Context: an optimization exercise on an open-source flow, tuned for small area, a short achievable clock period and few clock cycles per item. The choices shown serve that exercise and are no tape-out recipe.
In this exercise RTL edits were held to simulation tests only and were not proved equivalent to the original.
No activity file was given, so power comes from the tool's default toggle rates.

--- flow/design.v ---
`timescale 1ns/1ps
package core_pkg;
  localparam int xlen      = 32;
  localparam int reg_idx_w = 5;
  localparam int nregs     = 32;
  localparam int imem_depth  = 64;
  localparam int imem_addr_w = 6;
  localparam logic [6:0] opc_op     = 7'b0110011;
  localparam logic [6:0] opc_op_imm = 7'b0010011;
  localparam int iw_w = 25;
  localparam logic [1:0] op_add = 2'd0;
  localparam logic [1:0] op_xor = 2'd1;
  localparam logic [1:0] op_or  = 2'd2;
  localparam logic [1:0] op_and = 2'd3;
endpackage
`timescale 1ns/1ps
module instr_mem (
  input  logic                             clk,
  input  logic                             rst,
  input  logic                             we,
  input  logic [core_pkg::imem_addr_w-1:0] waddr,
  input  logic [31:0]                      wdata,
  input  logic [core_pkg::imem_depth-1:0]  rsel,
  output logic [core_pkg::iw_w-1:0]        rdata,
  output logic [core_pkg::imem_depth-1:0]  wvalid
);
  logic [core_pkg::iw_w-1:0] mem [core_pkg::imem_depth];
  logic [core_pkg::iw_w-1:0] pword;
  logic                      is_reg, is_imm, f3_ok, writes;
  logic [1:0]                op;
  assign is_reg = (wdata[6:0] == core_pkg::opc_op);
  assign is_imm = (wdata[6:0] == core_pkg::opc_op_imm);
  assign f3_ok  = (wdata[13:12] == 2'b00) || (wdata[14:13] == 2'b11);
  assign writes = (is_reg || is_imm) && f3_ok;
  always_comb
  begin
    case (wdata[14:12])
      3'b100:  op = core_pkg::op_xor;
      3'b110:  op = core_pkg::op_or;
      3'b111:  op = core_pkg::op_and;
      default: op = core_pkg::op_add;
    endcase
  end
  assign pword = {op, is_imm, wdata[31:20], wdata[19:15],
                  (writes && !rst) ? wdata[11:7] : 5'd0};
  always_ff @(posedge clk)
  begin
    for (int i = 0; i < core_pkg::imem_depth; i++)
    begin
      if (rst || (we && waddr == core_pkg::imem_addr_w'(i)))
        mem[i] <= pword;
    end
  end
  always_comb
  begin
    rdata = '0;
    for (int i = 0; i < core_pkg::imem_depth; i++)
    begin
      rdata = rdata | (mem[i] & {core_pkg::iw_w{rsel[i]}});
    end
  end
  always_comb
  begin
    for (int i = 0; i < core_pkg::imem_depth; i++)
    begin
      wvalid[i] = (mem[i][4:0] != 5'd0);
    end
  end
endmodule
`timescale 1ns/1ps
module fetch_unit (
  input  logic                            clk,
  input  logic                            rst,
  input  logic                            adv,
  input  logic [core_pkg::imem_depth-1:0] wvalid,
  output logic [core_pkg::imem_depth-1:0] rsel
);
  localparam int n = core_pkg::imem_depth;
  logic [n-1:0] therm;
  logic [n-1:0] cand, pre_c, pre_v;
  assign rsel  = therm & ~(therm << 1);
  assign cand  = wvalid & (therm << 1);
  always_comb
  begin
    pre_c = cand;
    pre_v = wvalid;
    for (int s = 1; s < n; s = s * 2)
    begin
      pre_c = pre_c | (pre_c << s);
      pre_v = pre_v | (pre_v << s);
    end
  end
  always_ff @(posedge clk)
  begin
    if (rst)
      therm <= '1;
    else if (adv)
      therm <= pre_c[n-1] ? pre_c : pre_v;
  end
endmodule
`timescale 1ns/1ps
module pipe_reg #(
  parameter int width = 1
) (
  input  logic             clk,
  input  logic             rst,
  input  logic             in_valid,
  input  logic [width-1:0] in_pl,
  output logic             out_valid,
  output logic [width-1:0] out_pl
);
  always_ff @(posedge clk)
  begin
    if (rst)
      out_valid <= 1'b0;
    else
      out_valid <= in_valid;
  end
  always_ff @(posedge clk)
  begin
    out_pl <= in_pl;
  end
endmodule
`timescale 1ns/1ps
module register_file (
  input  logic                           clk,
  input  logic                           rst,
  input  logic [core_pkg::nregs-1:1]     rsel_1,
  input  logic [core_pkg::nregs-1:1]     rsel_2,
  output logic [core_pkg::xlen-1:0]      rd_data_1,
  output logic [core_pkg::xlen-1:0]      rd_data_2,
  input  logic                           wr_en,
  input  logic [core_pkg::reg_idx_w-1:0] wr_idx,
  input  logic [core_pkg::xlen-1:0]      wr_data
);
  logic [core_pkg::xlen-1:0] regs [1:core_pkg::nregs-1];
  logic [core_pkg::xlen-1:0] wd;
  assign wd = rst ? '0 : wr_data;
  always_ff @(posedge clk)
  begin
    for (int i = 1; i < core_pkg::nregs; i++)
    begin
      if (rst || (wr_en && wr_idx == core_pkg::reg_idx_w'(i)))
        regs[i] <= wd;
    end
  end
  always_comb
  begin
    rd_data_1 = '0;
    rd_data_2 = '0;
    for (int i = 1; i < core_pkg::nregs; i++)
    begin
      rd_data_1 = rd_data_1 | (regs[i] & {core_pkg::xlen{rsel_1[i]}});
      rd_data_2 = rd_data_2 | (regs[i] & {core_pkg::xlen{rsel_2[i]}});
    end
  end
endmodule
`timescale 1ns/1ps
module decode_unit (
  input  logic [core_pkg::iw_w-1:0]      word,
  input  logic [core_pkg::reg_idx_w-1:0] d_rd,
  input  logic                           d_valid,
  input  logic [core_pkg::reg_idx_w-1:0] e_rd,
  input  logic                           e_valid,
  output logic                           writes,
  output logic [core_pkg::reg_idx_w-1:0] rd,
  output logic [core_pkg::nregs-1:1]     rsel_1,
  output logic [core_pkg::nregs-1:1]     rsel_2,
  output logic [11:0]                    imm,
  output logic                           is_imm,
  output logic [1:0]                     op,
  output logic                           sub,
  output logic                           fwd_e_1,
  output logic                           fwd_w_1,
  output logic                           fwd_e_2,
  output logic                           fwd_w_2
);
  logic [core_pkg::reg_idx_w-1:0] rs1, rs2;
  assign rd     = word[4:0];
  assign rs1    = word[9:5];
  assign imm    = word[21:10];
  assign rs2    = word[14:10];
  assign is_imm = word[22];
  assign op     = word[24:23];
  assign writes = (rd != 5'd0);
  assign sub    = !is_imm && (op == core_pkg::op_add) && word[20];
  always_comb
  begin
    for (int i = 1; i < core_pkg::nregs; i++)
    begin
      rsel_1[i] = (rs1 == core_pkg::reg_idx_w'(i));
      rsel_2[i] = (rs2 == core_pkg::reg_idx_w'(i));
    end
  end
  assign fwd_e_1 = d_valid && (rs1 == d_rd);
  assign fwd_w_1 = e_valid && (rs1 == e_rd);
  assign fwd_e_2 = !is_imm && d_valid && (rs2 == d_rd);
  assign fwd_w_2 = !is_imm && e_valid && (rs2 == e_rd);
endmodule
`timescale 1ns/1ps
module alu (
  input  logic [core_pkg::xlen-1:0] a,
  input  logic [core_pkg::xlen-1:0] b,
  input  logic                      sub,
  input  logic [1:0]                op,
  output logic [core_pkg::xlen-1:0] result
);
  always_comb
  begin
    case (op)
      core_pkg::op_xor: result = a ^ b;
      core_pkg::op_or:  result = a | b;
      core_pkg::op_and: result = a & b;
      default:          result = sub ? a - b : a + b;
    endcase
  end
endmodule
`timescale 1ns/1ps
module core_top (
  input  logic                             clk,
  input  logic                             rst,
  input  logic                             run,
  input  logic                             prog_we,
  input  logic [core_pkg::imem_addr_w-1:0] prog_addr,
  input  logic [31:0]                      prog_data,
  output logic                             wb_valid,
  output logic [core_pkg::reg_idx_w-1:0]   wb_idx,
  output logic [core_pkg::xlen-1:0]        wb_data
);
  localparam int rw  = core_pkg::reg_idx_w;
  localparam int nr  = core_pkg::nregs;
  localparam int xl  = core_pkg::xlen;
  localparam int dw  = rw + 2 * (nr - 1) + 12 + 1 + 2 + 1 + 4;
  localparam int ew  = 2 * xl + 1 + 2 + rw;
  localparam int ww  = rw + xl;
  logic [core_pkg::imem_depth-1:0] rsel, wvalid;
  logic [core_pkg::iw_w-1:0]       fword;
  logic              f_writes, f_is_imm, f_sub;
  logic [rw-1:0]     f_rd;
  logic [nr-1:1]     f_rsel_1, f_rsel_2;
  logic [11:0]       f_imm;
  logic [1:0]        f_op;
  logic [3:0]        f_fwd;
  logic              d_valid, d_is_imm, d_sub;
  logic [rw-1:0]     d_rd;
  logic [nr-1:1]     d_rsel_1, d_rsel_2;
  logic [11:0]       d_imm;
  logic [1:0]        d_op;
  logic [3:0]        d_fwd;
  logic [xl-1:0]     rf_1, rf_2, d_a, d_b;
  logic              e_valid, e_sub;
  logic [1:0]        e_op;
  logic [rw-1:0]     e_rd;
  logic [xl-1:0]     e_a, e_b, e_res;
  logic              w_valid;
  logic [rw-1:0]     w_rd;
  logic [xl-1:0]     w_data;
  instr_mem u_imem (.clk(clk), .rst(rst), .we(prog_we && !run), .waddr(prog_addr),
                    .wdata(prog_data), .rsel(rsel), .rdata(fword), .wvalid(wvalid));
  fetch_unit u_fetch (.clk(clk), .rst(rst), .adv(run), .wvalid(wvalid), .rsel(rsel));
  decode_unit u_dec (.word(fword), .d_rd(d_rd), .d_valid(d_valid), .e_rd(e_rd),
                     .e_valid(e_valid), .writes(f_writes), .rd(f_rd), .rsel_1(f_rsel_1),
                     .rsel_2(f_rsel_2), .imm(f_imm), .is_imm(f_is_imm), .op(f_op),
                     .sub(f_sub), .fwd_e_1(f_fwd[0]), .fwd_w_1(f_fwd[1]),
                     .fwd_e_2(f_fwd[2]), .fwd_w_2(f_fwd[3]));
  pipe_reg #(.width(dw)) u_fd (.clk(clk), .rst(rst), .in_valid(run && f_writes),
    .in_pl({f_rd, f_rsel_1, f_rsel_2, f_imm, f_is_imm, f_op, f_sub, f_fwd}),
    .out_valid(d_valid),
    .out_pl({d_rd, d_rsel_1, d_rsel_2, d_imm, d_is_imm, d_op, d_sub, d_fwd}));
  register_file u_rf (.clk(clk), .rst(rst), .rsel_1(d_rsel_1), .rsel_2(d_rsel_2),
                      .rd_data_1(rf_1), .rd_data_2(rf_2), .wr_en(w_valid),
                      .wr_idx(w_rd), .wr_data(w_data));
  always_comb
  begin
    if (d_fwd[0])
      d_a = e_res;
    else if (d_fwd[1])
      d_a = w_data;
    else
      d_a = rf_1;
    if (d_fwd[2])
      d_b = e_res;
    else if (d_is_imm)
      d_b = {{(xl-12){d_imm[11]}}, d_imm};
    else if (d_fwd[3])
      d_b = w_data;
    else
      d_b = rf_2;
  end
  pipe_reg #(.width(ew)) u_de (.clk(clk), .rst(rst), .in_valid(d_valid),
    .in_pl({d_a, d_b, d_sub, d_op, d_rd}), .out_valid(e_valid),
    .out_pl({e_a, e_b, e_sub, e_op, e_rd}));
  alu u_alu (.a(e_a), .b(e_b), .sub(e_sub), .op(e_op), .result(e_res));
  pipe_reg #(.width(ww)) u_ew (.clk(clk), .rst(rst), .in_valid(e_valid),
    .in_pl({e_rd, e_res}), .out_valid(w_valid), .out_pl({w_rd, w_data}));
  assign wb_valid = w_valid;
  assign wb_idx   = w_rd;
  assign wb_data  = w_data;
endmodule
--- flow/run.sh ---
#!/bin/bash
# synth_recipe.tcl (not shown) runs the flow's synth.tcl, then flattens the netlist and writes it again
# the make line also repeats each setting of config.mk as NAME=value (left out here)
make -C /OpenROAD-flow-scripts/flow DESIGN_CONFIG=/design/flow/config.mk WORK_HOME=/design/flow/orfs CLKGATE_MAP_FILE= SYNTH_SCRIPT=/design/flow/synth_recipe.tcl finish
--- flow/config.mk ---
export PLATFORM = sky130hd
export DESIGN_NAME = core_top
export DESIGN_NICKNAME = core_top
export VERILOG_FILES = /design/flow/design.v
export SDC_FILE = /design/flow/constraint.sdc
export NUM_CORES = 4
export LEC_CHECK = 0
export CAP_MARGIN = 20
export CORE_MARGIN = 2
export CORE_UTILIZATION = 40
export PLACE_DENSITY = 0.6
export SLEW_MARGIN = 20
--- flow/constraint.sdc ---
create_clock -name core_clock -period 7.0 [get_ports {clk}]
set_input_delay 1.4000 -clock core_clock [delete_from_list [all_inputs] [get_ports {clk}]]
set_output_delay 1.4000 -clock core_clock [all_outputs]
set_load 0.01 [all_outputs]
==> results.cfg <==
[synthesis]
yosysTopAreaCellShare = 0.688
ys_seq_area_frac = 0.734
postSynthCellCount = 7405
synth_flop_cell = edfxtp_1
synth_edf_count = 2592
yosys.area.top_type = edfxtp_1
synthTopCellsByArea = edfxtp_1 69%, a22oi_1 5.8%, dfxtp_1 4.7%, a221oi_1 3.5%, a22o_1 3.4%
synth.distinct_cells = 83
yosysMostFrequentCell = edfxtp_1
syn_area_um2 = 113000
avgSynthCellArea_um2 = 15.3
yosys_warnings = 11
synth_seq_cells = 2855
synth-async-reset-ratio = 0
ys_top_cells_by_count = 2,592 x edfxtp_1, 880 x a22oi_1, 448 x a221oi_1
synth_nets = 7544

[timing]
slew_headroom = 0.108
layout_setup_ws_ps = 2340
fmax_mhz = 215
setup_tns_ps = 0
maxSlewViolCount = 0
hold_violations = 0
finClkSkew_ps = 86.7
period_minus_slack_ps = 4660
period_share = 0.665
worst_pin_slew_ps = 1340
setup_viol = 0
rsz0062_at_grt = no

[worst_setup_path]
cp.arrival_ps = 5410
cp_max_fo = 6
cp_slowest_cell = o21ai_0
cp-end-kind = register
ff2ff_path_depth = 17
critPathBufInv = 1
slowest_delay_ps = 630
critPathRequiredTime_ps = 7760
r2r-end = u_de.out_pl[38]$_DFF_P_
rrSetupSlack_ps = 2340
critical_path_class = register to register
path_depth = 17
crit_chain = inv_1 > ha_1 > nand3_1 > nor3b_1 > and2_1 > a41oi_1 > xnor2_1 > ha_1 > nand3_1 > nor2_1 > nand4_1 > o21ai_0 > a21oi_1 > o311ai_0 > xor2_1 > nand2_1 > a31oi_1
cp_top_family = compound AO/OA/AOI/OAI gates
worstSetupStartpointType = register
r2r-start = u_de.out_pl[8]$_DFF_P_

[die]
dieHeight_um = 536
core_um2 = 282000
die_w_um = 536
rows = 195
initial_core_util = 0.402
dieArea_um2 = 287000
ios = 80

[clock_network]
cts_buffers = 304
cts-root-buf = clkbuf_16
postCtsSetupRepairBufs = 0
cts.clk_slew.worst_paths_ps = 60
clock_latency_ps = 920
htreeDepth = 5
clockBufferDepth = 4
cts_resized = 0
cts_sinks = 2855
hold_buffers = 0
cts_tree = built

[place]
dpl.hpwl_mm = 310
place.gp.congestion = 1.02
dp_slack_ps = 2380
io_buffers = 79

[detailed_routing]
first_pass_iters = 10
drtIter0Drc = 19800
drc = 0
detail-route-antenna-nets = 0
vias = 85800
avgViaCountPerCell = 7.38
avgRoutedWirePerCell_um = 46.1
drt_wl_total_mm = 536

[power]
power.leakage_uw = 0.0443
irDropWorstVdd_uv = 248
power.density_nw_per_um2 = 343
p_total_uw = 44800

[flow_run]
cap_violations = 0

[hold_path]
worstHoldPathCells = 0
worstHoldStart = u_fd.out_pl[5]$_DFF_P_
holdPathEnd = u_de.out_pl[5]$_DFF_P_
hold_class = register to register

[cells_and_area]
area_growth_pct = 15.3
final_nets = 7766
drive_gt1_frac = 0.137

[global_route]
antenna_found_initial = 42
grtUsageTotal = 0.362
grt_pass1_vias = 79600
grt_pass1_wl_mm = 704
overflow = 0
grt_max_degree = 65

[outcome]
status = timing/DRC/antenna clean
## metal layers
metal | global-route usage | part of all wire | vias to the layer above | wire (µm)
met4 | 0.260 | 0.093 | 36 | 49700
met2 | 0.516 | 0.41 | 9819 | 221000
met3 | 0.146 | 0.17 | 2477 | 92300
met5 | 0 | 0.00045 | - | 242
met1 | 0.445 | 0.32 | 42200 | 173000
li1 | - | - | 31200 | -
## state kept, by name, indices dropped and copies added, names as in the netlist
name / cells
u_fd.out_pl: 87
u_ew.out_valid: 1
u_fetch.therm: 64
u_ew.out_pl: 37
u_imem.mem: 1600
u_rf.regs: 992
u_de.out_pl: 72
u_de.out_valid: 1
u_fd.out_valid: 1
## power breakdown
group          switching [µW]  leakage (µW)  internal, µW
logic                    3930        0.0116          1780
clock network            6960       0.00481          9360
registers                1670        0.0279         21100
total                   12500        0.0443         32300
## worst reg2reg max path, cell delays in order (launching register included)
cell and delay (ps):
dfxtp_1 340, inv_1 100, ha_1 230, nand3_1 140, nor3b_1 500, and2_1 250
a41oi_1 150, xnor2_1 150, ha_1 370, nand3_1 140, nor2_1 170, nand4_1 110
o21ai_0 630, a21oi_1 290, o311ai_0 490, xor2_1 200, nand2_1 110, a31oi_1 210
## cell families (layout without fill, tap and decap cells)
family / after synthesis / count (layout) / synth area share
compound gates: 2327 / 2327 / 0.158
flops: 2855 / 2855 / 0.734
xor+xnor: 73 / 73 / 0.00565
fa+ha+maj: 97 / 97 / 0.0108
other cells: 0 / 17 / 0
buf+inv: 612 / 1069 / 0.0205
simple gates: 1400 / 1400 / 0.0648
mux: 41 / 41 / 0.00589
## worst max-delay path by stage
stage | startpoint | endpoint | slack, ps
floorplan | u_ew.out_pl[32]$_DFF_P_ | u_rf.regs[19][0]$_DFFE_PP_ | 2350
global placement | u_de.out_pl[8]$_DFF_P_ | u_de.out_pl[70]$_DFF_P_ | 2280
detailed placement | u_de.out_pl[8]$_DFF_P_ | u_de.out_pl[38]$_DFF_P_ | 2380
CTS | u_de.out_pl[13]$_DFF_P_ | u_de.out_pl[38]$_DFF_P_ | 2350
global route | u_de.out_pl[13]$_DFF_P_ | u_de.out_pl[38]$_DFF_P_ | 1750
finish | u_de.out_pl[8]$_DFF_P_ | u_de.out_pl[38]$_DFF_P_ | 2340
## final cells by class
class,instances,area (µm²)
Antenna cell,17,42.5
Clock buffer,381,8100
Clock inverter,160,1730
Fill cell,24200,151000
Inverter,134,508
Multi-Input combinational cell,3938,29000
Sequential cell,2855,83300
Tap cell,3743,4680
Timing Repair Buffer,394,3220
## layout by cell type, fill, tap and decap left out, drive strengths merged, types with 26 or more instances in the layout
cell type / synthesis / final
edfxtp: 2592 / 2592
a22oi: 880 / 880
a221oi: 448 / 448
a22o: 445 / 445
clkbuf: 405 / 381
buf: 73 / 334
nand2: 276 / 276
nand4: 264 / 264
dfxtp: 263 / 263
nor2: 243 / 243
a21oi: 195 / 195
nand3: 185 / 185
inv: 132 / 148
o21ai: 138 / 138
clkinv: 2 / 108
nor2b: 105 / 105
ha: 96 / 96
nor3: 82 / 82
or4: 69 / 69
nor4: 61 / 61
clkdlybuf4s50: 0 / 60
xnor2: 55 / 55
o32ai: 43 / 43
bufinv: 0 / 30
a31oi: 29 / 29
a21o: 26 / 26
## metrics by stage
stage / hold WS [ps] / cells / util / instance area [µm²]
after global routing: 336 / 11600 / 0.463 / 130000
after CTS: 328 / 11600 / 0.463 / 130000
final: 327 / 11600 / 0.463 / 131000
after detailed placement: 314 / 11100 / 0.428 / 121000
after global placement: 311 / 11100 / 0.427 / 120000
after floorplan: 310 / 7405 / - / 113000
Testbench counts, summed over its fixed seeds: cycles 4,537, items 4,000.

separate check: timing with driven ports:
How much do the figures lean on ideal ports? The routed layout below was timed once more, with nothing changed but the port constraints. Step 1: set_driving_cell puts a clkbuf_16 on clk and a buf_2 on each other input, an assumption about the parent block. Step 2, shift: input delay + t, output delay - t, t = (earliest + latest rising clock arrival at the registers) / 2. This alone moves slack from input paths to output paths. Three values: no drivers, after step 1, after step 2; two values: the first two.
t (ns): 0.981
setup WS [ns]: 2.344 / 2.344 / 2.302
worst setup path after step 2: input to register
worst slew at a driven data input, ns: 0.23
After both steps this run still meets setup and hold. The setup slack of this run moves by 0.000 ns with the drivers and by -0.042 ns with both steps.
